Context: an optimization exercise on an open-source flow, tuned for small area, a short achievable clock period and few clock cycles per item. The choices shown serve that exercise and are no tape-out recipe. Only simulation tests tie the RTL to the original design; equivalence was not proved. Power figures rest on the tool's default switching activity, not on a simulated workload.

## red
// vertex_fetch_index_cache
module vertex_fetch_index_cache (
  input  logic         clk_i,
  input  logic         rst_ni,
  input  logic         psel,
  input  logic         penable,
  input  logic         pwrite,
  input  logic [3:0]   paddr,
  input  logic [31:0]  pwdata,
  output logic [31:0]  prdata,
  output logic         pready,
  input  logic         s_axis_tvalid,
  output logic         s_axis_tready,
  input  logic [159:0] s_axis_tdata,
  input  logic         s_axis_tuser,
  input  logic         s_axis_tlast,
  output logic         m_axis_tvalid,
  input  logic         m_axis_tready,
  output logic [87:0]  m_axis_tdata,
  output logic         m_axis_tuser,
  output logic         m_axis_tlast
);
Size in the first run: about 12000 cells after synthesis, ~4100 flip-flops, ~330 I/O pins, ~0.18 mm^2 of cells after synthesis.
clock: 9.5 ns
lec_check: 0
cap_margin: 20
core_margin: 2
core_utilization: 40
setup_slack_margin: 5
slew_margin: 20
run.sh (not shown) runs the stock make flow with config.mk's settings and CLKGATE_MAP_FILE= SYNTH_SCRIPT=/design/flow/synth_recipe.tcl, a recipe that flattens the netlist after the stock synthesis.
Testbench counts of red, summed over its fixed seeds: cycles 64,498, vertices 22,812.
### red -> blue
- removing SETUP_SLACK_MARGIN (formerly 5)
## What came out
Across red and blue, the outcome is the same: a clean finish for every run.
red -> blue: footprint of the flip-flops and latches delta 0, exact match
Number of clock buffer instances in the layout shrinks by a few percent when moving from red to blue.
Detailed route wirelength on metal3, blue vs red: down by more than 10%
Compared with red, blue ends up with a smaller final cell area.


Another version of the RTL of vertex_fetch_index_cache (not shown whole).
For scale: ~12000 cells after synthesis, about 4100 flip-flops, roughly 0.18 mm² of cells after synthesis.
clock: 9.5 ns
lec_check: 0
cap_margin: 10
core_margin: 2
core_utilization: 40
cts_cluster_diameter: 100
cts_cluster_size: 30
slew_margin: 10
standard.sh (not shown) runs the stock make flow with config.mk's settings and CLKGATE_MAP_FILE= SYNTH_SCRIPT=/design/flow/synth_recipe.tcl, a recipe that flattens the netlist after the stock synthesis.
==> flow/flow/run.sh <==
#!/bin/bash
# The standard layout (the standard.sh, standard synthesis unchanged), with
# two layout knobs: repair_timing aims for a larger setup margin, and the port
# buffers are plain buffers instead of the delay cells buffer_ports picks.
# Constraints (clock period, I/O delays, loads) are the standard flow's, untouched.
set -euo pipefail
bash standard.sh \
  SETUP_SLACK_MARGIN=${MARGIN:-5.8} \
  "BUFFER_PORTS_ARGS=-buffer_cell sky130_fd_sc_hd__buf_2" \
  finish > make_finish.log 2>&1
Testbench counts at the start, summed over its fixed seeds: cycles 64,530, vertices 22,812.
==> next run, changes <==
CAP_MARGIN = 20   (was 10)
CORE_UTILIZATION = 55   (was 40)
SLEW_MARGIN = 20   (was 10)
Cell count decreases by 8.6%.
Count of clock-buffer cells in the layout increases by 15.
Via count increases by 2.6%.
==> next run, changes <==
CORE_UTILIZATION = 40   (was 55)
Outcome: The changed run ran to the end with no violations. Synthesized area stays the same. Utilization went down by 16 points. Register-to-register slack gains 0.06 ns. Clock power is lower slightly. Die area goes up by well over a third.
==> next run, changes <==
--- a/flow/flow/run.sh
+++ b/flow/flow/run.sh
@@ -6,5 +6,5 @@
 set -euo pipefail
 bash standard.sh \
-  SETUP_SLACK_MARGIN=${MARGIN:-5.8} \
+  SETUP_SLACK_MARGIN=${MARGIN:-5.7} \
   "BUFFER_PORTS_ARGS=-buffer_cell sky130_fd_sc_hd__buf_2" \
   finish > make_finish.log 2>&1
Result: Cell area stays flat; hold slack gets worse by 0.068 ns; sequential power stays flat; critical path depth is unchanged; sequential cell count stays the same; total power is higher by 1.5%; count of clock-buffer cells in the layout is lower by 13; wire length is higher by 2.4%; setup slack gets worse by 0.090 ns; global-route usage is higher by 0.89 points.


run K:
vertex_fetch_index_cache, a different RTL version from the one above (not shown whole).
Size in the first run: about 12,000 cells after synthesis, roughly 4,000 flip-flops.
// vertex_fetch_index_cache
module vertex_fetch_index_cache (
  input  logic         clk_i,
  input  logic         rst_ni,
  input  logic         psel,
  input  logic         penable,
  input  logic         pwrite,
  input  logic [3:0]   paddr,
  input  logic [31:0]  pwdata,
  output logic [31:0]  prdata,
  output logic         pready,
  input  logic         s_axis_tvalid,
  output logic         s_axis_tready,
  input  logic [159:0] s_axis_tdata,
  input  logic         s_axis_tuser,
  input  logic         s_axis_tlast,
  output logic         m_axis_tvalid,
  input  logic         m_axis_tready,
  output logic [87:0]  m_axis_tdata,
  output logic         m_axis_tuser,
  output logic         m_axis_tlast
);
export LEC_CHECK = 0
export CAP_MARGIN = 20
export CORE_MARGIN = 2
export CORE_UTILIZATION = 40
export CTS_CLUSTER_DIAMETER = 100
export CTS_CLUSTER_SIZE = 30
export SLEW_MARGIN = 20
create_clock -name core_clock -period 9.5 [get_ports {clk_i}]
==> flow/flow/run.sh <==
#!/bin/bash
# The standard layout (the standard.sh, standard synthesis unchanged), with
# two layout knobs: repair_timing aims for a larger setup margin, and the port
# buffers are plain buffers instead of the delay cells buffer_ports picks.
# Constraints (clock period, I/O delays, loads) are the standard flow's, untouched.
set -euo pipefail
bash standard.sh \
  SETUP_SLACK_MARGIN=${MARGIN:-6.0} \
  "BUFFER_PORTS_ARGS=-buffer_cell sky130_fd_sc_hd__buf_2" \
  finish > make_finish.log 2>&1
Testbench counts of run K, summed over its fixed seeds: cycles 64,522, vertices 22,812.
Input changes introduced in run F (baseline for comparison: run K):
diff --git a/flow/flow/run.sh b/flow/flow/run.sh
--- a/flow/flow/run.sh
+++ b/flow/flow/run.sh
@@ -6,5 +6,5 @@
 set -euo pipefail
 bash standard.sh \
-  SETUP_SLACK_MARGIN=${MARGIN:-6.0} \
+  SETUP_SLACK_MARGIN=${MARGIN:-5.8} \
   "BUFFER_PORTS_ARGS=-buffer_cell sky130_fd_sc_hd__buf_2" \
   finish > make_finish.log 2>&1
Results
Non-clock buffer share of cell area down 0.73 points in run F wrt run K. The power share of the combinational group number comes out lower for run F vs run K. On clock network contribution to total cell area, run F and run K are neck and neck.

## separate check: timing with driven ports
The results above use ideal ports. As a check the final layouts listed here were re-extracted and re-timed, cells and wires unchanged. Step 1 sets driving cells, clkbuf_16 on the clock port and buf_2 on the other inputs (assumed; they add their load-dependent delay and slew). Step 2 moves the port delays by t, midway between the first and last clock arrival at a register: inputs arrive t later, outputs are due t later. That takes back most of the time a late clock gives input paths. a / b / c = ideal / step 1 / step 2; a / b = the first two.
run	shift t [ns]	slack for setup (ns)	latest minus earliest clock arrival (ns)	slew at the worst register clock pin (ns)	pins driven straight from the clock port
red	1.083	4.887 / 4.887 / 4.167	0.134 / 0.134	0.07 / 0.07	1
blue	1.086	3.674 / 3.674 / 3.674	0.091 / 0.090	0.07 / 0.07	1
the first run of note 2	1.028	5.709 / 5.709 / 4.805	0.128 / 0.128	0.12 / 0.12	1
the second run of note 2	1.022	5.711 / 5.711 / 4.864	0.097 / 0.097	0.12 / 0.12	1
the third run of note 2	1.009	5.765 / 5.742 / 4.840	0.167 / 0.167	0.12 / 0.12	1
the fourth run of note 2	1.034	5.675 / 5.675 / 4.794	0.143 / 0.143	0.12 / 0.12	1
run K	1.068	2.614 / 2.614 / 2.614	0.108 / 0.108	0.12 / 0.12	1
run F	1.049	2.645 / 2.645 / 2.645	0.130 / 0.130	0.12 / 0.12	1
After both steps every run listed still meets setup and hold. For the third run of note 2, which loses most, drivers alone change the setup slack by -0.023 ns; drivers and shift together by -0.925 ns.
